Source: an optimization exercise on an open RTL-to-GDS flow (aim: small area). Production flows keep margins and buffers that such runs may drop. Where RTL was checked, it was by simulation tests only, not by an equivalence proof against the original. The RTL of runs 1 and 6 was laid out without a check of its function. Power figures rest on the tool's default switching activity, not on a simulated workload.

<file path="flow/config.mk">
export PLATFORM = sky130hd
export DESIGN_NAME = vga_player_top
export DESIGN_NICKNAME = vga_player_top
export VERILOG_FILES = /design/flow/design.v
export SDC_FILE = /design/flow/constraint.sdc
export NUM_CORES = 4
export LEC_CHECK = 0
export CAP_MARGIN = 20
export CORE_MARGIN = 2
export CORE_UTILIZATION = 60
export SLEW_MARGIN = 20
</file>
<file path="flow/constraint.sdc">
create_clock -name core_clock -period 31.75 [get_ports {px_clk}]
set_input_delay 6.3500 -clock core_clock [delete_from_list [all_inputs] [get_ports {px_clk}]]
set_output_delay 6.3500 -clock core_clock [all_outputs]
set_load 0.01 [all_outputs]
</file>
<file path="flow/design.v">
`default_nettype none
package vga_player_pkg;
    localparam int ROW_BITS = 128;
    localparam int BLOCK_PX = 8;
    localparam int BLOCKS_X = 80;
    localparam logic [7:0] READ_CMD = 8'h6B;
endpackage
`default_nettype wire
`timescale 1ns/1ps
`default_nettype none
module vga_player_top #(
    parameter int H_ACTIVE     = 640,
    parameter int H_FRONT      = 16,
    parameter int H_SYNC       = 96,
    parameter int H_BACK       = 80,
    parameter int V_ACTIVE     = 480,
    parameter int V_FRONT      = 1,
    parameter int V_SYNC       = 3,
    parameter int V_BACK       = 36,
    parameter int FRAME_REPEAT = 3,
    parameter int FRAME_COUNT  = 16
) (
    input  wire                             px_clk,
    input  wire                             rst,
    input  wire [2:0]                       color_on,
    input  wire [2:0]                       color_off,
    input  wire [3:0]                       io_in,
    output logic [3:0]                      qspi,
    output logic [5:0]                      rgb,
    output logic                            hsync,
    output logic                            vsync,
    output logic                            sound_p,
    output logic                            sound_n
);
    localparam int H_TOTAL = H_ACTIVE + H_FRONT + H_SYNC + H_BACK;
    localparam int V_TOTAL = V_ACTIVE + V_FRONT + V_SYNC + V_BACK;
    localparam int H_SYNC_START = H_ACTIVE + H_FRONT;
    localparam int V_SYNC_START = V_ACTIVE + V_FRONT;
    localparam int BANDS = V_ACTIVE / 8;
    function automatic logic geq(input logic [9:0] x, input logic [9:0] c);
        geq = 1'b1;
        for (int i = 0; i < 10; i++) begin
            geq = c[i] ? (x[i] && geq) : (x[i] || geq);
        end
    endfunction
    function automatic logic leq(input logic [9:0] x, input logic [9:0] c);
        leq = 1'b1;
        for (int i = 0; i < 10; i++) begin
            leq = c[i] ? (!x[i] || leq) : (!x[i] && leq);
        end
    endfunction
    logic [9:0] h;
    logic [9:0] vn;
    always_ff @(posedge px_clk) begin
        if (rst) begin
            h  <= '0;
            vn <= 10'd8;
        end else if (h == H_TOTAL - 1) begin
            h <= '0;
            if (vn == V_TOTAL - 1 + 8) begin
                vn <= 10'd8;
            end else begin
                vn <= vn + 1'b1;
            end
        end else begin
            h <= h + 1'b1;
        end
    end
    wire [6:0] bandn = vn[9:3];
    wire       active = leq(h, 10'(H_ACTIVE - 1)) && leq(vn, 10'(V_ACTIVE + 7));
    logic [3:0] frame_idx;
    logic [1:0] repeat_idx;
    always_ff @(posedge px_clk) begin
        if (rst) begin
            repeat_idx <= '0;
            frame_idx  <= '0;
        end else if (h == H_TOTAL - 1 && vn == V_ACTIVE - 1 + 8) begin
            if (repeat_idx == FRAME_REPEAT - 1) begin
                repeat_idx <= '0;
                frame_idx  <= frame_idx + 1'b1;
            end else begin
                repeat_idx <= repeat_idx + 1'b1;
            end
        end
    end
    wire read_line = vn[2:0] == 3'd0 && (leq(vn, 10'(8 * BANDS - 1)) || bandn == 7'(BANDS + 1));
    wire is480 = bandn == 7'(BANDS + 1);
    wire [5:0] bn = is480 ? 6'd0 : bandn[5:0];
    wire [9:0] row_num = {8'({frame_idx, 4'd0} - frame_idx + bn[5:2]), bn[1:0]};
    logic out_bit;
    always_comb begin
        case (h[4:0])
            5'd2:  out_bit = vga_player_pkg::READ_CMD[7];
            5'd3:  out_bit = vga_player_pkg::READ_CMD[6];
            5'd4:  out_bit = vga_player_pkg::READ_CMD[5];
            5'd5:  out_bit = vga_player_pkg::READ_CMD[4];
            5'd6:  out_bit = vga_player_pkg::READ_CMD[3];
            5'd7:  out_bit = vga_player_pkg::READ_CMD[2];
            5'd8:  out_bit = vga_player_pkg::READ_CMD[1];
            5'd9:  out_bit = vga_player_pkg::READ_CMD[0];
            5'd20: out_bit = row_num[9];
            5'd21: out_bit = row_num[8];
            5'd22: out_bit = row_num[7];
            5'd23: out_bit = row_num[6];
            5'd24: out_bit = row_num[5];
            5'd25: out_bit = row_num[4];
            5'd26: out_bit = row_num[3];
            5'd27: out_bit = row_num[2];
            5'd28: out_bit = row_num[1];
            5'd29: out_bit = row_num[0];
            default: out_bit = 1'b0;
        endcase
    end
    wire sel   = read_line && geq(h, 10'd1) && leq(h, 10'd74);
    wire sclk  = read_line && geq(h, 10'd2) && leq(h, 10'd74);
    wire io_oe = read_line && geq(h, 10'd2) && leq(h, 10'd33);
    assign qspi = {!sel, sclk, io_oe && out_bit, io_oe};
    wire cap_pix   = read_line && geq(h, 10'd55) && leq(h, 10'd74);
    wire cap_sound = read_line && (geq(h, 10'd43) && leq(h, 10'd46)
        || geq(h, 10'd47) && leq(h, 10'd50) && repeat_idx != 2'd0
        || geq(h, 10'd51) && leq(h, 10'd54) && repeat_idx[1]);
    logic [19:0] cache [4];
    logic [19:0] disp [4];
    logic        valid;
    wire xfer_line = vn[2:0] == 3'd7 && leq(vn, 10'(8 * BANDS + 15));
    wire xfer = xfer_line && geq(h, 10'd651) && leq(h, 10'd670);
    wire rot  = leq(h, 10'(H_ACTIVE - 1)) && h[4:0] == 5'd31;
    always_ff @(posedge px_clk) begin
        for (int k = 0; k < 4; k++) begin
            cache[k] <= {cap_pix ? io_in[3-k] : cache[k][0], cache[k][19:1]};
            if (xfer || rot) begin
                disp[k] <= {xfer ? cache[k][0] : disp[k][0], disp[k][19:1]};
            end
        end
    end
    wire pix_on = active && (valid || !vn[3]) && disp[h[4:3]][0];
    logic [2:0] rgb_q;
    logic       vsync_q;
    always_ff @(posedge px_clk) begin
        if (rst) begin
            rgb_q   <= color_off;
            vsync_q <= 1'b1;
        end else begin
            rgb_q   <= pix_on ? color_on : color_off;
            vsync_q <= !(geq(vn, 10'(V_SYNC_START + 8)) && leq(vn, 10'(V_SYNC_START + V_SYNC + 7)));
        end
    end
    assign rgb   = {{2{rgb_q[2]}}, {2{rgb_q[1]}}, {2{rgb_q[0]}}};
    assign hsync = !(geq(h, 10'(H_SYNC_START + 1)) && leq(h, 10'(H_SYNC_START + H_SYNC)));
    assign vsync = vsync_q;
    logic [3:0] sring [4];
    logic [1:0] lring [4];
    logic [7:0] threshold;
    logic       sound_q;
    wire low_load   = vn[2:0] == 3'd0 && leq(vn, 10'(8 * BANDS + 7)) && (h == 10'd1 || h == 10'd2);
    wire sound_load = h == 10'd0 && vn[2:0] == 3'd0 && leq(vn, 10'(8 * BANDS + 7));
    wire half_band  = h == 10'd0 && vn[2:0] == 3'd4;
    wire [7:0] word_hi = {sring[0][3], sring[1][3], sring[2][3], sring[3][3],
                          sring[0][0], sring[1][0], sring[2][0], sring[3][0]};
    wire [7:0] word_lo = {lring[0][1], lring[1][1], lring[2][1], lring[3][1],
                          lring[0][0], lring[1][0], lring[2][0], lring[3][0]};
    always_ff @(posedge px_clk) begin
        for (int k = 0; k < 4; k++) begin
            sring[k] <= {cap_sound ? io_in[3-k] : sring[k][0], sring[k][3:1]};
            lring[k] <= {low_load ? sring[k][0] : lring[k][0], lring[k][1]};
        end
    end
    wire [7:0] counter = {2'(h[7:6] + vn[1:0]), h[5:0]};
    always_ff @(posedge px_clk) begin
        if (sound_load) begin
            threshold <= word_hi;
        end else if (half_band) begin
            threshold <= word_lo;
        end
    end
    always_ff @(posedge px_clk) begin
        if (rst) begin
            valid   <= 1'b0;
            sound_q <= 1'b0;
        end else begin
            if (h == 10'd0 && !vn[3]) begin
                valid <= 1'b1;
            end
            sound_q <= valid && counter < threshold;
        end
    end
    assign sound_p = sound_q;
    assign sound_n = !sound_q;
endmodule
`default_nettype wire
</file>
<file path="flow/flow/run.sh">
#!/bin/bash
# Standard ORFS layout (standard.sh) with: logic cells downsized after
# floorplan, buf_1 port buffers, and a clock tree of clkbuf_16 without
# dummy loads. Each step's log is in orfs/logs; make's output in standard.log.
HERE=$(pwd)
export POST_FLOORPLAN_TCL="$HERE/flow/downsize.tcl"
export BUFFER_PORTS_ARGS="-buffer_cell sky130_fd_sc_hd__buf_1"
export CTS_ARGS="-sink_clustering_enable -repair_clock_nets -buf_list sky130_fd_sc_hd__clkbuf_16 -sink_clustering_size 26 -sink_clustering_max_diameter 150 -dont_use_dummy_load"
bash standard.sh > standard.log 2>&1
</file>
<file path="flow/flow/downsize.tcl">
# After floorplan: swap each logic cell to the smallest cell of the same
# family (same function and pins, e.g. nor4_4 -> nor4_1). Synthesis sizes
# for a far tighter clock than the real one; repair_design in placement
# upsizes again wherever slew or capacitance needs it.
set db [ord::get_db]
set block [ord::get_db_block]
set dont_use $::env(DONT_USE_CELLS)
set best [dict create]
foreach lib [$db getLibs] {
  foreach m [$lib getMasters] {
    set n [$m getName]
    if {[lsearch -exact $dont_use $n] >= 0} { continue }
    if {![regexp {^(sky130_fd_sc_hd__[a-z0-9]+)_([0-9]+)$} $n -> base drv]} { continue }
    set a [expr {[$m getWidth] * [$m getHeight]}]
    if {![dict exists $best $base] || $a < [lindex [dict get $best $base] 1]} {
      dict set best $base [list $n $a]
    }
  }
}
set count 0
foreach inst [$block getInsts] {
  set n [[$inst getMaster] getName]
  if {![regexp {^(sky130_fd_sc_hd__[a-z0-9]+)_([0-9]+)$} $n -> base drv]} { continue }
  if {![dict exists $best $base]} { continue }
  set target [lindex [dict get $best $base] 0]
  if {$target ne $n} {
    replace_cell [$inst getName] $target
    incr count
  }
}
puts "downsize.tcl: replaced $count cells"
</file>
<file path="flow/standard.sh">
#!/bin/bash
# synth_recipe.tcl (not shown) runs the flow's synth.tcl, then flattens the netlist and writes it again
# the make line also repeats each setting of config.mk as NAME=value (left out here)
make -C /OpenROAD-flow-scripts/flow DESIGN_CONFIG=/design/flow/config.mk WORK_HOME=/design/flow/orfs CLKGATE_MAP_FILE= SYNTH_SCRIPT=/design/flow/synth_recipe.tcl "${@:-finish}"
</file>
==> results_dict.tcl, run 1 <==
set metrics [dict create \
    antennaDiodeCount 0 \
    fin_skew_ns 0.0392 \
    synth-compound-area-share_pct 4.40 \
    design_area_sq_um 7890 \
    fin_cells 705 \
    cts-root-buf "clkbuf_16" \
    multiInputGateArea_sq_um 1820 \
    syn2layout_area_growth_pct 5.95 \
    syn_inst 514 \
    vias 3729 \
    synth_fp_nets 552 \
    finalCriticalPeriod_ns 9.99 \
    pwr-share-comb_pct 2.9 \
    yosys.area_share.simple_pct 9.09 \
    relSlewSlack_pct 26.8 \
    drt_iter0_markers 291 \
    regArea_sq_um 5370 \
    port_buffers 25 \
    dp.cells 693 \
    grt_pass1_wl_mm 18.1 \
    synth-seq-area-share_pct 72.0 \
    met1_length_mm 5.38 \
    layout_worst_path_cycle_share_pct 31.5 \
    fill_cells 925 \
    wl_per_cell_um 15.8 \
    grt_max_degree 81 \
    synth.distinct_cells 62 \
    dpl_cell_area_sq_um 7590 \
    post_cts_buffers 0 \
    grt_pass1_vias 3637 \
    muxShareOfSynthArea_pct 5.14 \
    dpl.hpwl_mm 7.33 \
    synth_edf_count 88 \
    grt_usage_pct 17.5 \
    synth-seq-cells 224 \
    grt_overflow 0 \
    die_w_um 115 \
    clk_pin_slew_ns 0.09 \
    globalplace.congestion 0.864 \
    layout_common_cells "136 x dfxtp_1, 88 x edfxtp_1, 43 x nor2_1" \
    worstPathMaxFanout 8 \
    top_layer_used "met4" \
    tritoncts "built" \
    hp-class "register to register" \
    drv_cap 0 \
    cts_resized 0 \
    synth_adder_area_share_pct 4.47 \
    ys_warn_count 5 \
    peakVddDrop_uv 50.6 \
    worstPathRequired_ns 25.40 \
    antenna_found_initial 0 \
    start_kind "register" \
    numCtsBuffers 12 \
    synth_top_family_by_area "simple AND/OR/NAND/NOR gates" \
    outcome "complete, no violations" \
    clk_latency_ns 0.47 \
    io_pins 26 \
    syn_area_per_cell_sq_um 14.5 \
    core_sq_um 12100 \
    die_area_sq_um 13300 \
    wl_met2_mm 4.93 \
    fmax_ghz 0.100 \
    start_util_pct 61.8 \
    p_int_w 0.000376 \
    critPathArrivalTime_ns 3.64 \
    cts_hold_buf 0 \
    syn-cell-area_sq_um 7450 \
    die_y_um 115 \
    drc 0 \
    finalWirelength_mm 11.1 \
    clock-sinks 224 \
    p_sw_w 0.0000902 \
    finalSetupViolCount 0 \
    nets 577 \
    rows 40 \
    first_pass_iters 4 \
    max-clock-path-buffers 3 \
    post-synth-top-area-cell "dfxtp_1" \
    synth_area_leaders "dfxtp_1 37%, edfxtp_1 35%, ha_1 4.2%, mux2_2 3.6%, nor2_1 2.1%" \
    wl_met3_um 568 \
    synthArstFlopShare_pct 0 \
    synthXorXnorAreaFrac_pct 2.35 \
    layout_commonest_cell "dfxtp_1" \
    tightest_slew_ns 1.09 \
    finalHoldViolCount 0 \
    power-per-cell-area_nw_per_um2 59.0 \
    slew_violations 0 \
    layout-drive-gt1-share_pct 2.79 \
    vias_per_cell 5.29 \
    htree_levels 1 \
    post-synth-top-area-fraction_pct 36.5 \
    synth_ff_type "dfxtp_1" \
    fin_tns_setup_ns 0 \
    p_clk_share_pct 31.8 \
    netSwitchingFraction_pct 19.4 \
    rsz0062_at_grt "false" \
    p_seq_share_pct 65.3 \
    cp-end-kind "output port" \
    path_class "register to output port" \
    p_leak_nw 2.63 \
    drtAntennaViolNets 0 \
]
## flip-flops by register name, summed over array words and instances, names as in the netlist, 2 cells and up
signal      flops
cache          80
disp           80
frame_idx       4
h              10
lring           8
repeat_idx      2
rgb_q           3
sring          16
threshold       8
vn             10
## routing by layer
| metal | GRT usage, % | up-vias |
|---|---|---|
| met3 | 3.03 | 19 |
| met5 | 0 | - |
| met1 | 25.7 | 1791 |
| li1 | - | 1841 |
| met4 | 5.46 | 0 |
| met2 | 27.1 | 78 |
## synth_stat cells (3+ instances only)
master and n:
o22ai_1 3, nand3_1 9, ha_1 25, and3_1 3, mux2_2 24, inv_1 26
a21oi_1 12, xnor2_1 14, a21o_1 5, nand4_1 7, dfxtp_1 136, nor2_1 41
edfxtp_1 88, xor2_1 6, or2_2 4, and2_1 6, clkbuf_1 6, mux2i_1 3
or3_1 5, o21ai_0 5, nand2b_1 4, nor2b_1 3, nor3_1 10, nand2_1 18
buf_4 7, mux2_4 4
## per-stage QoR
stage	hold WS, ns	worst slack [ns]	total power, W	utilization [%]
floorplan	0.310	22.74	0.000322	-
global placement	0.310	22.46	0.000324	62.9
detailed placement	0.312	22.28	0.000325	62.9
CTS	0.303	21.73	0.000472	65.4
global route	0.302	21.40	0.000483	65.4
finish	0.298	21.76	0.000466	65.4
## worst max-delay path, cell delays in order (launching register included)
cell and delay, ns:
dfxtp_1 0.43, nand4_1 0.28, nor3_1 0.27, nand2_1 0.16
nand2_1 0.12, ha_1 0.16, inv_1 0.06, fa_1 0.41
a21oi_1 0.23, o211ai_1 0.14, xnor2_1 0.15, a211oi_1 0.26
nor2b_1 0.08, o31a_1 0.30, buf_1 0.12
## power by group through the flow
stage                     clock (W)  sequential [W]  combinational (W)
after global placement            0        0.000311          0.0000136
after floorplan                   0        0.000310          0.0000116
final                      0.000148        0.000304          0.0000136
after CTS                  0.000154        0.000304          0.0000139
after global routing       0.000162        0.000305          0.0000154
after detailed placement          0        0.000311          0.0000137
## worst paths after layout
path                       end  cells after the start  slack (ns)         start
hold reg to reg   cache[2][10]                      0        0.30  cache[2][11]
setup / recovery       qspi[1]                     14       21.76         vn[5]
hold / removal    cache[2][10]                      0        0.30  cache[2][11]
setup reg to reg   disp[3][18]                      9       28.42          h[0]
## cell families after synthesis
logic type      after synthesis
mux                          32
fa+ha+maj                    26
buf+inv                      41
compound gates               45
flops                       224
simple gates                126
xor+xnor                     20
## layout make-up
cell class,count,area share [%]
inverter,26,1.24
timing repair buffer,26,1.28
multi-input combinational,249,23.0
clock buffer,12,3.80
sequential,224,68.0
tap,168,2.66
==> run 2: changes to the inputs <==
--- a/flow/design.v
+++ b/flow/design.v
@@ -135,22 +135,20 @@
     end
     wire pix_on = active && (valid || !vn[3]) && disp[h[4:3]][0];
     logic [2:0] rgb_q;
-    logic       vsync_q;
     always_ff @(posedge px_clk) begin
         if (rst) begin
             rgb_q   <= color_off;
-            vsync_q <= 1'b1;
         end else begin
             rgb_q   <= pix_on ? color_on : color_off;
-            vsync_q <= !(geq(vn, 10'(V_SYNC_START + 8)) && leq(vn, 10'(V_SYNC_START + V_SYNC + 7)));
         end
     end
     assign rgb   = {{2{rgb_q[2]}}, {2{rgb_q[1]}}, {2{rgb_q[0]}}};
     assign hsync = !(geq(h, 10'(H_SYNC_START + 1)) && leq(h, 10'(H_SYNC_START + H_SYNC)));
-    assign vsync = vsync_q;
+    assign vsync = !(h == 10'd0 ? geq(vn, 10'(V_SYNC_START + 9)) && leq(vn, 10'(V_SYNC_START + V_SYNC + 8))
+                                : geq(vn, 10'(V_SYNC_START + 8)) && leq(vn, 10'(V_SYNC_START + V_SYNC + 7)));
     logic [3:0] sring [4];
     logic [1:0] lring [4];
-    logic [7:0] threshold;
+    logic [7:0] threshold_n;
     logic       sound_q;
     wire low_load   = vn[2:0] == 3'd0 && leq(vn, 10'(8 * BANDS + 7)) && (h == 10'd1 || h == 10'd2);
     wire sound_load = h == 10'd0 && vn[2:0] == 3'd0 && leq(vn, 10'(8 * BANDS + 7));
@@ -168,9 +166,9 @@
     wire [7:0] counter = {2'(h[7:6] + vn[1:0]), h[5:0]};
     always_ff @(posedge px_clk) begin
         if (sound_load) begin
-            threshold <= word_hi;
+            threshold_n <= ~word_hi;
         end else if (half_band) begin
-            threshold <= word_lo;
+            threshold_n <= ~word_lo;
         end
     end
     always_ff @(posedge px_clk) begin
@@ -181,7 +179,7 @@
             if (h == 10'd0 && !vn[3]) begin
                 valid <= 1'b1;
             end
-            sound_q <= valid && counter < threshold;
+            sound_q <= valid && counter < ~threshold_n;
         end
     end
     assign sound_p = sound_q;
==> results_dict.tcl, run 2 <==
set metrics [dict create \
    slew_violations 0 \
    rsz0062_at_grt "false" \
    layout_common_cells "135 x dfxtp_1, 88 x edfxtp_1, 44 x nor2_1" \
    top_regs "cache: 80 flops, disp: 80 flops, sring: 16 flops" \
    netlist_top_cells_count "135 x dfxtp_1, 88 x edfxtp_1, 43 x nor2_1" \
    syn2layout_area_growth_pct 5.68 \
    finalWirelength_mm 11.4 \
    die_w_um 115 \
    globalplace.congestion 0.887 \
    wl_per_cell_um 16.8 \
    finalHoldViolCount 0 \
    dpl_cell_area_sq_um 7520 \
    synth-seq-area-share_pct 72.2 \
    clock-sinks 223 \
    synth-seq-cells 223 \
    fill_cells 897 \
    antennaDiodeCount 0 \
    fin_util_pct 65.1 \
    post_cts_buffers 0 \
    cp-end-kind "output port" \
    cp-startpoint "vn[5]" \
    worstPathMaxFanout 7 \
    synth_fp_nets 547 \
    htree_levels 1 \
    cts_hold_buf 0 \
    fmax_ghz 0.101 \
    peakVddDrop_uv 62.2 \
    hp-class "register to register" \
    p_sw_w 0.0000871 \
    netSwitchingFraction_pct 18.9 \
    die_area_sq_um 13200 \
    grt_max_degree 81 \
    met1_length_mm 5.44 \
    dpl.hpwl_mm 7.40 \
    ys_warn_count 5 \
    p_seq_share_pct 65.7 \
    clk_pin_slew_ns 0.10 \
    core_sq_um 12000 \
    power_w 0.000460 \
    synth.distinct_cells 57 \
    synthArstFlopShare_pct 0 \
    cts_resized 0 \
    wl_met2_mm 5.35 \
    grt_pass1_wl_mm 18.7 \
    rrSetupSlack_ns 28.72 \
    relSlewSlack_pct 33.6 \
    synth.most_common_cell "dfxtp_1" \
    io_pins 26 \
    nets 570 \
    finalSetupViolCount 0 \
    vias_per_cell 5.50 \
    p_clk_share_pct 31.5 \
    port_buffers 25 \
    critPathArrivalTime_ns 3.53 \
    dp.cells 665 \
    grt_overflow 0 \
    reg2reg_from "h[0]" \
    layout_commonest_cell "dfxtp_1" \
    drc 0 \
    pwr-share-comb_pct 2.8 \
    synth_ff_type "dfxtp_1" \
    rows 40 \
    syn-cell-area_sq_um 7400 \
    synth_edf_count 88 \
    drv_cap 0 \
    start_kind "register" \
    finalCriticalPeriod_ns 9.88 \
    antenna_found_initial 0 \
    drt_iter0_markers 272 \
    syn_inst 509 \
    top_layer_used "met4" \
    syn_area_per_cell_sq_um 14.5 \
    layout-drive-gt1-share_pct 2.83 \
    tritoncts "built" \
    design_area_sq_um 7830 \
    worstPathRequired_ns 25.40 \
    tightest_slew_ns 0.996 \
    fin_tns_setup_ns 0 \
    path_class "register to output port" \
    start_util_pct 61.6 \
    min_from "cache[0][10]" \
    clk_latency_ns 0.45 \
    power-per-cell-area_nw_per_um2 58.8 \
    drtAntennaViolNets 0 \
    first_pass_iters 4 \
    grt_pass1_vias 3750 \
    layout_worst_path_cycle_share_pct 31.1 \
    vias 3725 \
    outcome "complete, no violations" \
    p_int_w 0.000373 \
    post-synth-top-area-cell "dfxtp_1" \
    p_leak_nw 2.57 \
    fin_skew_ns 0.0262 \
    fin_cells 677 \
    die_y_um 115 \
    cts-root-buf "clkbuf_16" \
    wl_met3_um 416 \
    grt_usage_pct 18.0 \
    post-synth-top-area-fraction_pct 36.5 \
    numCtsBuffers 12 \
    max-clock-path-buffers 3 \
    synth_area_leaders "dfxtp_1 36%, edfxtp_1 36%, ha_1 4.2%, mux2_2 2.9%, nor2_1 2.2%" \
]
==> run 2: cell count changes after synthesis, sizes merged, moves of 4 or more <==
cell / before / now
inv: 26 / 19
mux2: 28 / 19
mux2i: 3 / 12
nand2: 18 / 12
nand3: 10 / 18
nor3: 11 / 7
o21ai: 6 / 11
==> run 2: critical path: stages (launching register included) <==
cell,delay (ns)
dfxtp_1,0.45
and4_1,0.30
nand3_1,0.22
nand2_1,0.14
ha_1,0.16
inv_1,0.05
fa_1,0.43
and2_0,0.14
o21ai_0,0.21
a21oi_1,0.11
a2111oi_0,0.38
o311a_1,0.25
a41oi_1,0.11
buf_1,0.14
==> run 2: cell families (layout without fill, tap and decap cells) <==
| group | count (synthesis) | in the layout | share of synthesized area (%) |
|---|---|---|---|
| adders and majority gates | 26 | 26 | 4.49 |
| buffers and inverters | 36 | 57 | 2.40 |
| DFF | 223 | 223 | 72.2 |
| and+or+nand+nor | 123 | 123 | 9.34 |
| muxes | 32 | 32 | 4.82 |
| xor gates and xnor gates | 21 | 21 | 2.48 |
| AOI/OAI and AO/OA | 48 | 48 | 4.28 |
==> run 2: cell type report <==
cell class	count	area, sq um	area share [%]
flip-flops and latches	223	5350	68.3
multi-input cells	250	1820	23.3
clock buffers	12	300	3.84
well taps	147	184	2.35
repair buffers	26	101	1.30
inverters	19	71.3	0.911
==> run 2: final timing paths <==
| path | to | cells after the start |
|---|---|---|
| setup reg to reg | disp[1][10] | 6 |
| setup / recovery | qspi[1] | 13 |
| hold / removal | cache[0][9] | 0 |
| hold reg to reg | cache[0][9] | 0 |
==> run 2: power groups by stage <==
| stage | combinational [W] | clock (W) | sequential [W] |
|---|---|---|---|
| after floorplan | 0.0000108 | 0 | 0.000308 |
| after CTS | 0.0000132 | 0.000152 | 0.000302 |
| after global placement | 0.0000129 | 0 | 0.000309 |
| after global routing | 0.0000148 | 0.000162 | 0.000303 |
| after detailed placement | 0.0000130 | 0 | 0.000309 |
| final | 0.0000130 | 0.000145 | 0.000302 |
==> run 2: routing by layer <==
layer	vias to the layer above	GRT usage, %
li1	1828	-
met1	1810	25.5
met2	69	29.4
met3	18	2.95
met4	0	4.90
met5	-	0
==> run 2: metrics by stage <==
step                      hold WS, ns  setup slack (ns)
after floorplan                 0.310             22.87
after global placement          0.310             22.59
after detailed placement        0.312             22.45
after CTS                       0.303             21.93
after global routing            0.310             21.72
final                           0.299             21.87
==> run 3: changes to the inputs <==
==> flow/flow/run.sh (replaced) <==
#!/bin/bash
# The standard ORFS layout (standard.sh) with these changes:
#  - synthesis: ABC runs flow/abc_area_opt.script, an area-oriented script,
#    in place of ORFS's abc_speed.script, and adders are left to ABC instead
#    of being mapped to ha/fa cells (ADDER_MAP_FILE empty). Everything else
#    in synthesis (the -nofsm -noshare synth, flip-flop mapping, flattening,
#    renaming) is the standard flow's own synth_recipe.tcl, so the registers are the same.
#  - after floorplan, logic cells are swapped to the smallest cell of their
#    family (flow/downsize.tcl); placement's repair_design resizes as needed.
#  - port buffers are buf_1.
#  - clock tree of clkbuf_16 only, without dummy loads.
# Each ORFS step logs to orfs/logs/...; make's output goes to standard.log.
set -e
HERE=$(pwd)
rm -rf "$HERE/orfs_scripts"
cp -r "$FLOW_HOME/scripts" "$HERE/orfs_scripts"
cp "$HERE/flow/abc_area_opt.script" "$HERE/orfs_scripts/abc_speed.script"
export SCRIPTS_DIR="$HERE/orfs_scripts"
export ADDER_MAP_FILE=
export POST_FLOORPLAN_TCL="$HERE/flow/downsize.tcl"
export BUFFER_PORTS_ARGS="-buffer_cell sky130_fd_sc_hd__buf_1"
export CTS_ARGS="-sink_clustering_enable -repair_clock_nets -buf_list sky130_fd_sc_hd__clkbuf_16 -sink_clustering_size 26 -sink_clustering_max_diameter 150 -dont_use_dummy_load"
bash standard.sh > standard.log 2>&1
==> flow/flow/abc_area_opt.script (new file) <==
&get -n
&st
&dch
&nf -a
&st
&syn2
&if -g -K 6
&synch2
&nf -a
&st
&syn2
&if -g -K 6
&synch2
&nf -a
&st
&syn2
&if -g -K 6
&synch2
&nf -a
&st
&dch
&nf -a
&put
mfs2
strash
&get -n
&st
&dch
&nf -a
&put
mfs2
strash
&get -n
&st
&dch
&nf -a
&put
topo
==> results_dict.tcl, run 3 <==
set metrics [dict create \
    outcome "complete, no violations" \
    grt_pass1_vias 3665 \
    slew_violations 0 \
    syn_area_per_cell_sq_um 14.5 \
    clk_pin_slew_ns 0.09 \
    dp.cells 648 \
    fill_cells 840 \
    synth-seq-cells 223 \
    dpl.hpwl_mm 6.92 \
    netlist_top_cells_count "135 x dfxtp_1, 88 x edfxtp_1, 39 x nor2_1" \
    synth-seq-area-share_pct 76.3 \
    clock-sinks 223 \
    grt_pass1_wl_mm 18.3 \
    relSlewSlack_pct 26.5 \
    p_int_w 0.000372 \
    layout_common_cells "135 x dfxtp_1, 88 x edfxtp_1, 39 x nor2_1" \
    synth_area_leaders "dfxtp_1 39%, edfxtp_1 38%, mux2_1 3.1%, nor2_1 2.1%, nor3_1 1.6%" \
    peakVddDrop_uv 62.7 \
    port_buffers 25 \
    muxShareOfSynthArea_pct 4.66 \
    fin_tns_setup_ns 0 \
    top_regs "cache: 80 flops, disp: 80 flops, sring: 16 flops" \
    synth.most_common_cell "dfxtp_1" \
    grt_max_degree 81 \
    clk_latency_ns 0.46 \
    drt_iter0_markers 298 \
    cp-end-kind "output port" \
    vias 3755 \
    fmax_ghz 0.106 \
    antenna_found_initial 0 \
    first_pass_iters 4 \
    power-per-cell-area_nw_per_um2 60.6 \
    p_leak_nw 2.65 \
    finalSetupViolCount 0 \
    pwr-share-comb_pct 2.4 \
    synth_edf_count 88 \
    post-synth-top-area-cell "dfxtp_1" \
    numCtsBuffers 12 \
    tightest_slew_ns 1.09 \
    antennaDiodeCount 0 \
    start_kind "register" \
    synthArstFlopShare_pct 0 \
    drc 0 \
    finalCriticalPeriod_ns 9.47 \
    hp-class "register to register" \
    grt_usage_pct 17.9 \
    htree_levels 1 \
    tritoncts "built" \
    cts-root-buf "clkbuf_16" \
    p_seq_share_pct 65.8 \
    layout-drive-gt1-share_pct 3.09 \
    die_y_um 112 \
    finalHoldViolCount 0 \
    critPathArrivalTime_ns 3.12 \
    ys_warn_count 5 \
    rows 39 \
    synth_adder_area_share_pct 0.286 \
    cts_resized 0 \
    path_class "register to output port" \
    max-clock-path-buffers 3 \
    vias_per_cell 5.69 \
    synth_top_family_by_area "simple AND/OR/NAND/NOR gates" \
    nets 531 \
    syn-cell-area_sq_um 7010 \
    core_sq_um 11400 \
    fin_cells 660 \
    synth-compound-area-share_pct 5.88 \
    grt_overflow 0 \
    p_sw_w 0.0000864 \
    fin_skew_ns 0.0347 \
    finalWirelength_mm 10.7 \
    synthXorXnorAreaFrac_pct 1.75 \
    post-synth-top-area-fraction_pct 38.6 \
    rsz0062_at_grt "false" \
    fin_hold_ws_ns 0.300 \
    layout_commonest_cell "dfxtp_1" \
    globalplace.congestion 0.875 \
    yosys.area_share.simple_pct 10.3 \
    netSwitchingFraction_pct 18.9 \
    syn_inst 483 \
    die_area_sq_um 12600 \
    synth.distinct_cells 47 \
    io_pins 26 \
    die_w_um 112 \
    synth_fp_nets 495 \
    cts_hold_buf 0 \
    drv_cap 0 \
    drtAntennaViolNets 0 \
    worstPathRequired_ns 25.40 \
    wl_per_cell_um 16.3 \
    worstPathMaxFanout 9 \
    p_clk_share_pct 31.8 \
    syn2layout_area_growth_pct 7.96 \
    start_util_pct 61.4 \
    layout_worst_path_cycle_share_pct 29.8 \
    synth_ff_type "dfxtp_1" \
    post_cts_buffers 0 \
]
run 3: worst paths after layout:
path	start	endpoint	slack, ns	depth (start not counted)
max	vn[3]	qspi[1]	22.28	8
min	cache[0][5]	cache[0][4]	0.30	0
max reg2reg	h[2]	frame_idx[3]	28.12	7
min reg2reg	cache[0][5]	cache[0][4]	0.30	0
run 3: metrics by stage:
stage                     utilization [%]  cell area [sq um]  power (W)  setup slack [ns]
after floorplan                         -               7010   0.000316             23.15
after global placement               63.6               7260   0.000319             22.89
after detailed placement             63.6               7260   0.000319             22.81
after CTS                            66.3               7560   0.000464             22.30
after global routing                 66.3               7560   0.000475             22.00
final                                66.3               7560   0.000458             22.28
run 3: power by group through the flow:
| stage | combinational (W) | clock [W] | sequential [W] |
|---|---|---|---|
| 2_1_floorplan | 0.00000789 | 0 | 0.000308 |
| 3_3_place_gp | 0.0000107 | 0 | 0.000308 |
| 3_5_place_dp | 0.0000109 | 0 | 0.000308 |
| 4_1_cts | 0.0000110 | 0.000151 | 0.000302 |
| 5_1_grt | 0.0000120 | 0.000160 | 0.000302 |
| 6_report | 0.0000109 | 0.000146 | 0.000302 |
run 3: cell families (layout without fill, tap and decap cells):
kind of cell / after synthesis / in the layout
xor gates and xnor gates: 14 / 14
muxes: 29 / 29
AOI/OAI and AO/OA: 64 / 64
DFF: 223 / 223
buffers and inverters: 10 / 44
and+or+nand+nor: 141 / 141
adders and majority gates: 2 / 2
run 3: metal layers:
metal	GRT usage [%]	wire, um	vias to the layer above
li1	-	-	1843
met1	26.5	5150	1809
met2	28.3	4900	85
met3	2.86	489	18
met4	4.39	192	0
met5	0	0	-
run 3: layout make-up:
class / instances / area [sq um] / share of cell area, %
tap: 143 / 179 / 2.37
multi-input combinational: 250 / 1610 / 21.3
timing repair buffer: 27 / 109 / 1.44
sequential: 223 / 5350 / 70.7
clock buffer: 12 / 300 / 3.97
inverter: 5 / 18.8 / 0.248
run 3: worst max-delay path, stage by stage, from the launching register on:
cell,delay (ns)
dfxtp_1,0.47
or3b_1,0.47
o21ai_0,0.44
o22ai_1,0.20
a221oi_1,0.46
xor2_1,0.19
nand3_1,0.09
a41oi_1,0.20
buf_1,0.17
==> run 4: changes to the inputs <==
--- a/flow/design.v
+++ b/flow/design.v
@@ -116,8 +116,8 @@
     wire io_oe = read_line && geq(h, 10'd2) && leq(h, 10'd33);
     assign qspi = {!sel, sclk, io_oe && out_bit, io_oe};
     wire cap_pix   = read_line && geq(h, 10'd55) && leq(h, 10'd74);
-    wire cap_sound = read_line && (geq(h, 10'd43) && leq(h, 10'd46)
-        || geq(h, 10'd47) && leq(h, 10'd50) && repeat_idx != 2'd0
+    wire cap_sound = read_line && (geq(h, 10'd43) && leq(h, 10'd46) && repeat_idx == 2'd0
+        || geq(h, 10'd47) && leq(h, 10'd50) && repeat_idx[0]
         || geq(h, 10'd51) && leq(h, 10'd54) && repeat_idx[1]);
     logic [19:0] cache [4];
     logic [19:0] disp [4];
==> results_dict.tcl, run 4 <==
set metrics [dict create \
    drv_cap 0 \
    io_pins 26 \
    port_buffers 25 \
    synth_area_leaders "dfxtp_1 39%, edfxtp_1 38%, mux2_1 3.1%, nor2_1 1.9%, a21oi_1 1.7%" \
    start_util_pct 61.1 \
    cts_resized 0 \
    slew_violations 0 \
    tritoncts "built" \
    rsz0062_at_grt "false" \
    post-synth-top-area-cell "dfxtp_1" \
    post-synth-top-area-fraction_pct 38.9 \
    layout_worst_path_cycle_share_pct 29.7 \
    cts_hold_buf 0 \
    peakVddDrop_uv 65.4 \
    die_area_sq_um 12400 \
    htree_levels 1 \
    syn_area_per_cell_sq_um 14.5 \
    fin_hold_ws_ns 0.303 \
    synth-seq-area-share_pct 77.0 \
    core_sq_um 11400 \
    grt_overflow 0 \
    rows 39 \
    fin_skew_ns 0.0465 \
    crit_end "qspi[1]" \
    wl_per_cell_um 15.2 \
    layout_common_cells "135 x dfxtp_1, 88 x edfxtp_1, 35 x nor2_1" \
    nets 524 \
    p_clk_share_pct 31.7 \
    layout-drive-gt1-share_pct 2.94 \
    drc 0 \
    p_int_w 0.000371 \
    synthArstFlopShare_pct 0 \
    reg2reg_from "h[3]" \
    synth_fp_nets 490 \
    grt_pass1_vias 3386 \
    synth.distinct_cells 42 \
    grt_usage_pct 16.5 \
    syn-cell-area_sq_um 6940 \
    cts-root-buf "clkbuf_16" \
    antenna_found_initial 0 \
    top_regs "cache: 80 flops, disp: 80 flops, sring: 16 flops" \
    netSwitchingFraction_pct 18.5 \
    vias_per_cell 5.47 \
    fmax_ghz 0.106 \
    numCtsBuffers 12 \
    relSlewSlack_pct 31.2 \
    clk_pin_slew_ns 0.10 \
    finalSetupViolCount 0 \
    synth_ff_type "dfxtp_1" \
    p_sw_w 0.0000841 \
    worstPathMaxFanout 9 \
    first_pass_iters 6 \
    netlist_top_cells_count "135 x dfxtp_1, 88 x edfxtp_1, 35 x nor2_1" \
    synth-seq-cells 223 \
    finalCriticalPeriod_ns 9.43 \
    layout_commonest_cell "dfxtp_1" \
    fin_cells 653 \
    critPathArrivalTime_ns 3.08 \
    hp-class "register to register" \
    fin_tns_setup_ns 0 \
    tightest_slew_ns 1.02 \
    outcome "complete, no violations" \
    max-clock-path-buffers 3 \
    die_y_um 112 \
    vias 3569 \
    cp-end-kind "output port" \
    synth.most_common_cell "dfxtp_1" \
    post_cts_buffers 0 \
    synth_edf_count 88 \
    pwr-share-comb_pct 2.1 \
    fill_cells 826 \
    finalHoldViolCount 0 \
    p_seq_share_pct 66.2 \
    grt_max_degree 81 \
    worstPathRequired_ns 25.40 \
    syn2layout_area_growth_pct 7.84 \
    dp.cells 641 \
    setup_ws_ns 22.32 \
    start_kind "register" \
    clk_latency_ns 0.47 \
    die_w_um 112 \
    rrSetupSlack_ns 28.30 \
    power-per-cell-area_nw_per_um2 60.7 \
    globalplace.congestion 0.812 \
    drtAntennaViolNets 0 \
    clock-sinks 223 \
    antennaDiodeCount 0 \
    drt_iter0_markers 296 \
    cp-startpoint "frame_idx[1]" \
    p_leak_nw 2.34 \
    finalWirelength_mm 9.92 \
    syn_inst 478 \
    path_class "register to output port" \
    r2r_end "frame_idx[3]" \
    pre_cts_ws_ns 22.79 \
    dpl.hpwl_mm 6.46 \
    reg2reg_depth 8 \
    grt_pass1_wl_mm 16.7 \
    ys_warn_count 5 \
]
## run 4: cell types whose count changed in the layout (fill, tap and decap cells not counted), moves of 2 or more
cell	delta
nand2b_1	+4
a221oi_1	-2
a31oi_1	+2
nor3_1	-9
nand3_1	-6
o211ai_1	-3
maj3_1	+2
clkinv_1	+3
a21oi_1	+6
a21boi_0	-2
nand2_1	+12
nor2_1	-4
buf_4	-2
and4_1	-2
## run 4: worst max-delay path, stage by stage (launching register included)
cell and delay [ns]:
dfxtp_1 0.50, clkinv_1 0.12, maj3_1 0.39, maj3_1 0.41, maj3_1 0.41, nand2b_1 0.19
a211oi_1 0.21, a31oi_1 0.06, a31oi_1 0.19, buf_1 0.17
## run 4: layer usage
layer / wire length, um / track usage [%] / part of all wire [%]
met1: 5020 / 25.1 / 51
met2: 4360 / 25.2 / 44
met3: 341 / 2.67 / 3.4
met4: 195 / 4.12 / 2.0
met5: 0 / 0 / 0
## run 4: layout make-up
| class | instances | area, sq um | area share, % |
|---|---|---|---|
| Clock buffer | 12 | 300 | 4.01 |
| Inverter | 8 | 30.0 | 0.401 |
| Multi-Input combinational cell | 242 | 1540 | 20.5 |
| Sequential cell | 223 | 5350 | 71.4 |
| Tap cell | 143 | 179 | 2.39 |
| Timing Repair Buffer | 25 | 95.1 | 1.27 |
## run 4: cells by family after synthesis
logic type,after synthesis,synth area share (%)
compound gates,62,5.46
xor+xnor,14,1.77
fa+ha+maj,4,0.577
buf+inv,13,0.973
flops,223,77.0
mux,28,4.56
simple gates,134,9.66
## run 4: how the worst min path moves through the flow
stage	slack (ns)	cells after the start	end	start
6_report	0.30	0	cache[0][5]	cache[0][6]
5_1_grt	0.32	0	cache[0][5]	cache[0][6]
4_1_cts	0.31	0	cache[0][5]	cache[0][6]
3_5_place_dp	0.31	0	cache[1][8]	cache[1][9]
3_3_place_gp	0.31	0	cache[3][2]	cache[3][3]
2_1_floorplan	0.31	0	cache[0][0]	cache[0][1]
## run 4: power by group through the flow
| stage | Sequential, W | Clock, W | Combinational, W |
|---|---|---|---|
| detailed placement | 0.000308 | 0 | 0.00000955 |
| global route | 0.000302 | 0.000158 | 0.0000106 |
| CTS | 0.000301 | 0.000149 | 0.00000960 |
| global placement | 0.000308 | 0 | 0.00000936 |
| finish | 0.000301 | 0.000144 | 0.00000943 |
| floorplan | 0.000307 | 0 | 0.00000705 |
## run 4: stage by stage
stage | util, % | area (sq um) | power, W
after floorplan | - | 6940 | 0.000314
after global placement | 63.2 | 7180 | 0.000317
after detailed placement | 63.2 | 7180 | 0.000317
after CTS | 65.8 | 7480 | 0.000460
after global routing | 65.8 | 7490 | 0.000470
final | 65.8 | 7490 | 0.000455
==> run 5: changes to the inputs <==
--- a/flow/flow/run.sh
+++ b/flow/flow/run.sh
@@ -19,5 +19,5 @@
 export ADDER_MAP_FILE=
 export POST_FLOORPLAN_TCL="$HERE/flow/downsize.tcl"
 export BUFFER_PORTS_ARGS="-buffer_cell sky130_fd_sc_hd__buf_1"
-export CTS_ARGS="-sink_clustering_enable -repair_clock_nets -buf_list sky130_fd_sc_hd__clkbuf_16 -sink_clustering_size 26 -sink_clustering_max_diameter 150 -dont_use_dummy_load"
+export CTS_ARGS="-sink_clustering_enable -repair_clock_nets -buf_list sky130_fd_sc_hd__clkbuf_16 -sink_clustering_size 28 -sink_clustering_max_diameter 100 -dont_use_dummy_load"
 bash standard.sh > standard.log 2>&1
==> results_dict.tcl, run 5 <==
set metrics [dict create \
    cpPeakStageDelay_ns 0.50 \
    nets 523 \
    met1_length_mm 5.11 \
    first_pass_iters 7 \
    cts-root-buf "clkbuf_16" \
    rrSetupSlack_ns 28.33 \
    max-clock-path-buffers 3 \
    layout_worst_path_cycle_share_pct 29.8 \
    slowest_stage "dfxtp_1" \
    path_cells "clkinv_1 -> maj3_1 -> maj3_1 -> maj3_1 -> nand2b_1 -> a211oi_1 -> a31oi_1 -> a31oi_1 -> buf_1" \
    path_class "register to output port" \
    wl_per_cell_um 15.5 \
    fmax_ghz 0.106 \
    drtAntennaViolNets 0 \
    setup_ws_ns 22.28 \
    worstPathMaxFanout 9 \
    finalSetupViolCount 0 \
    crit_end "qspi[1]" \
    synth_area_leaders "dfxtp_1 39%, edfxtp_1 38%, mux2_1 3.1%, nor2_1 1.9%, a21oi_1 1.7%" \
    cts_hold_buf 0 \
    peakVddDrop_uv 65.2 \
    outcome "complete, no violations" \
    die_w_um 112 \
    netSwitchingFraction_pct 18.8 \
    top_regs "cache: 80 flops, disp: 80 flops, sring: 16 flops" \
    top_layer_used "met4" \
    layout_common_cells "135 x dfxtp_1, 88 x edfxtp_1, 35 x nor2_1" \
    p_seq_share_pct 66.9 \
    finalCriticalPeriod_ns 9.47 \
    grt_overflow 0 \
    rsz0062_at_grt "false" \
    tritoncts "built" \
    reg2reg_depth 8 \
    synth-seq-area-share_pct 77.0 \
    start_kind "register" \
    rows 39 \
    grt_max_degree 81 \
    grt_pass1_vias 3354 \
    syn_area_per_cell_sq_um 14.5 \
    fill_cells 825 \
    antennaDiodeCount 0 \
    multiInputGateArea_sq_um 1540 \
    core_sq_um 11400 \
    port_buffers 25 \
    post-synth-top-area-fraction_pct 38.9 \
    drv_cap 0 \
    wl_met3_um 454 \
    post-synth-top-area-cell "dfxtp_1" \
    r2r_end "frame_idx[3]" \
    io_pins 26 \
    worstPathRequired_ns 25.40 \
    clk_pin_slew_ns 0.11 \
    hp-class "register to register" \
    post_cts_buffers 0 \
    syn2layout_area_growth_pct 7.48 \
    synth_ff_type "dfxtp_1" \
    layout-drive-gt1-share_pct 2.75 \
    relSlewSlack_pct 32.1 \
    finalWirelength_mm 10.1 \
    pre_cts_ws_ns 22.79 \
    antenna_found_initial 0 \
    synth_edf_count 88 \
    grt_usage_pct 16.8 \
    vias_per_cell 5.43 \
    finalHoldViolCount 0 \
    grt_pass1_wl_mm 16.9 \
    start_util_pct 61.1 \
    reg2reg_from "h[3]" \
    dp.cells 641 \
    synthArstFlopShare_pct 0 \
    die_area_sq_um 12400 \
    pwr-share-comb_pct 2.1 \
    cts_resized 0 \
    numCtsBuffers 11 \
    die_y_um 112 \
    fin_tns_setup_ns 0 \
    p_leak_nw 2.33 \
    syn_inst 478 \
    tightest_slew_ns 1.01 \
    p_clk_share_pct 31.0 \
    htree_levels 1 \
    wl_met2_mm 4.38 \
    syn-cell-area_sq_um 6940 \
    slew_violations 0 \
    regArea_sq_um 5350 \
    fin_cells 652 \
    fin_skew_ns 0.0259 \
    clock-sinks 223 \
    dpl.hpwl_mm 6.46 \
    p_int_w 0.000365 \
    critPathArrivalTime_ns 3.12 \
    cp-startpoint "frame_idx[1]" \
    globalplace.congestion 0.812 \
    cp_common_cell "maj3_1" \
    vias 3542 \
    synth.most_common_cell "dfxtp_1" \
    netlist_top_cells_count "135 x dfxtp_1, 88 x edfxtp_1, 35 x nor2_1" \
    drc 0 \
    p_sw_w 0.0000845 \
    ys_warn_count 5 \
    power-per-cell-area_nw_per_um2 60.3 \
    clk_latency_ns 0.46 \
    synth-seq-cells 223 \
    synth_fp_nets 490 \
    drt_iter0_markers 296 \
    layout_commonest_cell "dfxtp_1" \
    synth.distinct_cells 42 \
    cp-end-kind "output port" \
]
==> run 5: cell counts after synthesis <==
No cell type changed its count.
==> run 5: cell type report <==
class	instances	area share, %
sequential	223	71.6
multi-input combinational	242	20.6
clock buffer	11	3.69
tap	143	2.40
timing repair buffer	25	1.27
inverter	8	0.402
==> run 5: power by group through the flow <==
stage	Sequential [W]	Clock [W]	Combinational, W
3_3_place_gp	0.000308	0	0.00000936
4_1_cts	0.000301	0.000144	0.00000960
5_1_grt	0.000302	0.000153	0.0000106
6_report	0.000301	0.000139	0.00000943
3_5_place_dp	0.000308	0	0.00000955
2_1_floorplan	0.000307	0	0.00000705
==> run 5: per-stage QoR <==
step | hold slack (ns) | util, % | instance area, sq um | total power, W
floorplan | 0.310 | - | 6940 | 0.000314
global placement | 0.311 | 63.2 | 7180 | 0.000317
detailed placement | 0.312 | 63.2 | 7180 | 0.000317
CTS | 0.325 | 65.6 | 7460 | 0.000455
global route | 0.327 | 65.6 | 7460 | 0.000466
finish | 0.320 | 65.6 | 7460 | 0.000450
==> run 5: worst min-delay path by stage <==
stage                            from          end  cells past startpoint
after floorplan           cache[0][1]  cache[0][0]                      0
after global placement    cache[3][3]  cache[3][2]                      0
after detailed placement  cache[1][9]  cache[1][8]                      0
after CTS                 cache[3][1]  cache[3][0]                      0
after global routing      cache[3][1]  cache[3][0]                      0
final                     cache[3][1]  cache[3][0]                      0
==> run 5: routing by layer <==
layer,up-vias,track usage [%]
met5,-,0
met4,0,3.70
met3,10,2.89
met2,70,25.4
met1,1687,25.9
li1,1775,-
==> run 5: logic make-up (layout without fill, tap and decap cells) <==
logic type,Yosys count,in the layout,synth area share (%)
buffers and inverters,13,44,0.973
muxes,28,28,4.56
AOI/OAI and AO/OA,62,62,5.46
adders and majority gates,4,4,0.577
DFF,223,223,77.0
xor gates and xnor gates,14,14,1.77
and+or+nand+nor,134,134,9.66
==> run 5: critical path, delay by kind of cell, from the launching register on <==
family	cells	cell delay [ns]
compound gates	3	0.46
fa+ha+maj	3	1.22
buf+inv	2	0.29
flops	1	0.50
simple gates	1	0.19
==> run 6: changes to the inputs <==
--- a/flow/design.v
+++ b/flow/design.v
@@ -151,24 +151,22 @@
     logic [7:0] threshold_n;
     logic       sound_q;
     wire low_load   = vn[2:0] == 3'd0 && leq(vn, 10'(8 * BANDS + 7)) && (h == 10'd1 || h == 10'd2);
+    wire high_load  = vn[2:0] == 3'd4 && (leq(vn, 10'(8 * BANDS - 4)) || vn[9:3] == 7'(V_TOTAL / 8))
+        && (h == 10'd3 || h == 10'd4);
     wire sound_load = h == 10'd0 && vn[2:0] == 3'd0 && leq(vn, 10'(8 * BANDS + 7));
     wire half_band  = h == 10'd0 && vn[2:0] == 3'd4;
-    wire [7:0] word_hi = {sring[0][3], sring[1][3], sring[2][3], sring[3][3],
-                          sring[0][0], sring[1][0], sring[2][0], sring[3][0]};
-    wire [7:0] word_lo = {lring[0][1], lring[1][1], lring[2][1], lring[3][1],
-                          lring[0][0], lring[1][0], lring[2][0], lring[3][0]};
+    wire [7:0] word_l = {lring[0][1], lring[1][1], lring[2][1], lring[3][1],
+                         lring[0][0], lring[1][0], lring[2][0], lring[3][0]};
     always_ff @(posedge px_clk) begin
         for (int k = 0; k < 4; k++) begin
             sring[k] <= {cap_sound ? io_in[3-k] : sring[k][0], sring[k][3:1]};
-            lring[k] <= {low_load ? sring[k][0] : lring[k][0], lring[k][1]};
+            lring[k] <= {low_load || high_load ? sring[k][0] : lring[k][0], lring[k][1]};
         end
     end
     wire [7:0] counter = {2'(h[7:6] + vn[1:0]), h[5:0]};
     always_ff @(posedge px_clk) begin
-        if (sound_load) begin
-            threshold_n <= ~word_hi;
-        end else if (half_band) begin
-            threshold_n <= ~word_lo;
+        if (sound_load || half_band) begin
+            threshold_n <= ~word_l;
         end
     end
     always_ff @(posedge px_clk) begin
--- a/flow/flow/run.sh
+++ b/flow/flow/run.sh
@@ -19,5 +19,5 @@
 export ADDER_MAP_FILE=
 export POST_FLOORPLAN_TCL="$HERE/flow/downsize.tcl"
 export BUFFER_PORTS_ARGS="-buffer_cell sky130_fd_sc_hd__buf_1"
-export CTS_ARGS="-sink_clustering_enable -repair_clock_nets -buf_list sky130_fd_sc_hd__clkbuf_16 -sink_clustering_size 28 -sink_clustering_max_diameter 100 -dont_use_dummy_load"
+export CTS_ARGS="-sink_clustering_enable -repair_clock_nets -buf_list sky130_fd_sc_hd__clkbuf_16 -sink_clustering_size 30 -sink_clustering_max_diameter 80 -dont_use_dummy_load"
 bash standard.sh > standard.log 2>&1
--- a/flow/config.mk
+++ b/flow/config.mk
@@ -7,5 +7,5 @@
 export LEC_CHECK = 0
 export CAP_MARGIN = 20
 export CORE_MARGIN = 2
-export CORE_UTILIZATION = 60
+export CORE_UTILIZATION = 75
 export SLEW_MARGIN = 20
==> results_dict.tcl, run 6 <==
set metrics [dict create \
    top_regs "cache: 80 flops, disp: 80 flops, sring: 16 flops" \
    synth_area_leaders "dfxtp_1 39%, edfxtp_1 38%, mux2_1 3.1%, nor2_1 2.3%, nor3_1 1.6%" \
    fin_cells 631 \
    relSlewSlack_pct 35.7 \
    grt_max_degree 81 \
    power-per-cell-area_nw_per_um2 60.0 \
    synth_ff_type "dfxtp_1" \
    first_pass_iters 5 \
    design_area_sq_um 7450 \
    rrSetupSlack_ns 28.53 \
    tightest_slew_ns 0.965 \
    layout_worst_path_cycle_share_pct 29.4 \
    clk_pin_slew_ns 0.12 \
    layout-drive-gt1-share_pct 3.08 \
    vias_per_cell 6.25 \
    synthArstFlopShare_pct 0 \
    wl_per_cell_um 19.9 \
    worstPathMaxFanout 11 \
    numCtsBuffers 11 \
    syn-cell-area_sq_um 6950 \
    max-clock-path-buffers 3 \
    synth-seq-area-share_pct 76.9 \
    die_w_um 100 \
    post_cts_buffers 0 \
    pre_cts_ws_ns 22.96 \
    finalSetupViolCount 0 \
    vias 3942 \
    drv_cap 0 \
    fin_tns_setup_ns 0 \
    cts-root-buf "clkbuf_16" \
    path_class "register to output port" \
    synth.distinct_cells 46 \
    nets 534 \
    fin_util_pct 81.8 \
    worstPathRequired_ns 25.40 \
    cts_resized 0 \
    globalplace.congestion 0.938 \
    start_kind "register" \
    ys_warn_count 5 \
    drc 0 \
    rsz0062_at_grt "false" \
    grt_pass1_wl_mm 20.3 \
    hold-path-cell-count 0 \
    port_buffers 25 \
    post-synth-top-area-cell "dfxtp_1" \
    synth_edf_count 88 \
    rows 35 \
    syn_inst 486 \
    die_y_um 100 \
    cp-end-kind "output port" \
    layout_common_cells "135 x dfxtp_1, 88 x edfxtp_1, 43 x nor2_1" \
    netlist_top_cells_count "135 x dfxtp_1, 88 x edfxtp_1, 43 x nor2_1" \
    dp.cells 620 \
    reg2reg_from "h[1]" \
    critPathArrivalTime_ns 3.00 \
    synth-seq-cells 223 \
    outcome "complete, no violations" \
    min_from "cache[2][8]" \
    antenna_found_initial 0 \
    synth_fp_nets 498 \
    drt_iter0_markers 533 \
    dpl.hpwl_mm 6.92 \
    grt_pass1_vias 3796 \
    finalCriticalPeriod_ns 9.35 \
    fin_skew_ns 0.0566 \
    peakVddDrop_uv 64.2 \
    dpl_cell_area_sq_um 7170 \
    slew_violations 0 \
    fmax_ghz 0.107 \
    core_sq_um 9110 \
    htree_levels 1 \
    clk_latency_ns 0.47 \
    post-synth-top-area-fraction_pct 38.9 \
    io_pins 26 \
    finalHoldViolCount 0 \
    start_util_pct 76.3 \
    antennaDiodeCount 0 \
    setup_ws_ns 22.40 \
    min_to "cache[2][7]" \
    reg2reg_depth 7 \
    drtAntennaViolNets 0 \
    cts_hold_buf 0 \
    synth.most_common_cell "dfxtp_1" \
    hp-class "register to register" \
    grt_usage_pct 26.4 \
    p_leak_nw 2.58 \
    syn2layout_area_growth_pct 7.20 \
    syn_area_per_cell_sq_um 14.3 \
    layout_commonest_cell "dfxtp_1" \
    r2r_end "disp[2][18]" \
    tritoncts "built" \
    finalWirelength_mm 12.5 \
    die_area_sq_um 10100 \
    grt_overflow 0 \
    clock-sinks 223 \
]
## run 6: changes by cell type in the layout (fill, tap and decap cells not counted), moves of 7 or more
cell      change
a21oi_1      -11
clkinv_1      +7
mux2i_1       -8
nand2_1       -8
nand3_1       +8
nor2_1        +8
nor3_1        +8
## run 6: kinds of logic after synthesis
kind of cell	count (synthesis)	share of synthesized area, %
AND/OR/NAND/NOR	143	10.2
AO/OA/AOI/OAI	61	5.71
adder cells (fa/ha/maj)	1	0.144
XOR/XNOR	18	2.27
buffers and inverters	20	1.35
flip-flops	223	76.9
multiplexers	20	3.40
## run 6: final cells by class
cell class / count / area (sq um)
tap: 111 / 139
multi-input combinational: 243 / 1520
inverter: 15 / 56.3
timing repair buffer: 28 / 116
fill: 456 / 1660
sequential: 223 / 5350
clock buffer: 11 / 275
## run 6: metrics by stage
step,power (W),hold WS [ns]
floorplan,0.000308,0.310
global route,0.000458,0.298
finish,0.000447,0.284
detailed placement,0.000311,0.312
global placement,0.000311,0.311
CTS,0.000448,0.293
## run 6: worst max-delay path by stage
| stage | start | end | slack (ns) | cells after the start |
|---|---|---|---|---|
| after global routing | vn[3] | qspi[1] | 22.19 | 8 |
| after floorplan | h[6] | vsync | 23.29 | 7 |
| after detailed placement | vn[3] | qspi[1] | 22.96 | 8 |
| after CTS | vn[3] | qspi[1] | 22.45 | 8 |
| after global placement | h[6] | vsync | 23.09 | 8 |
| final | vn[3] | qspi[1] | 22.40 | 8 |
## run 6: critical path: stages, from the launching register on
cell      delay [ns]
dfxtp_1         0.54
or3b_1          0.43
o21ai_0         0.40
nor2_1          0.08
o31a_1          0.35
o21ai_0         0.24
nand4b_1        0.13
o221a_1         0.23
buf_1           0.12
## run 6: where the power goes
group          internal, W  switching [W]  leakage [nW]
Clock            0.0000627      0.0000794         0.136
Sequential        0.000296     0.00000131          1.86
Combinational   0.00000267     0.00000494         0.585
Total             0.000361      0.0000857          2.58
## run 6: layer usage
layer	vias to the layer above	wire (um)	GRT usage [%]
met5	-	0	0
li1	1804	-	-
met4	0	516	9.80
met3	48	931	4.60
met1	1881	5340	38.1
met2	209	5760	41.0

-- port drivers added, routing unchanged --
The flow's constraints put no driver on any port. The routed layouts listed below were extracted and timed again, unchanged, in two steps. Step 1 (the two cells are an assumption about what drives the block):
set clk [get_ports {px_clk}]
set_driving_cell -lib_cell sky130_fd_sc_hd__clkbuf_16 $clk
set_driving_cell -lib_cell sky130_fd_sc_hd__buf_2 [delete_from_list [all_inputs] $clk]
Step 2 times the ports against the registers' clock, not the clock port: input delays grow and output delays shrink by t, the midpoint of the rising clock arrivals with the driver on. Three values: ideal, step 1, step 2; two values: the first two.
run	shift t [ns]	setup slack, ns	clock arrival spread, ns
run 1	0.497	21.760 / 21.716 / 22.214	0.039 / 0.039
run 2	0.475	21.869 / 21.830 / 22.305	0.035 / 0.036
run 3	0.482	22.283 / 22.244 / 22.726	0.036 / 0.036
run 4	0.482	22.315 / 22.277 / 22.759	0.048 / 0.048
run 5	0.487	22.285 / 22.248 / 22.735	0.028 / 0.028
run 6	0.476	22.402 / 22.363 / 22.838	0.057 / 0.057
After both steps every run listed still meets setup and hold.
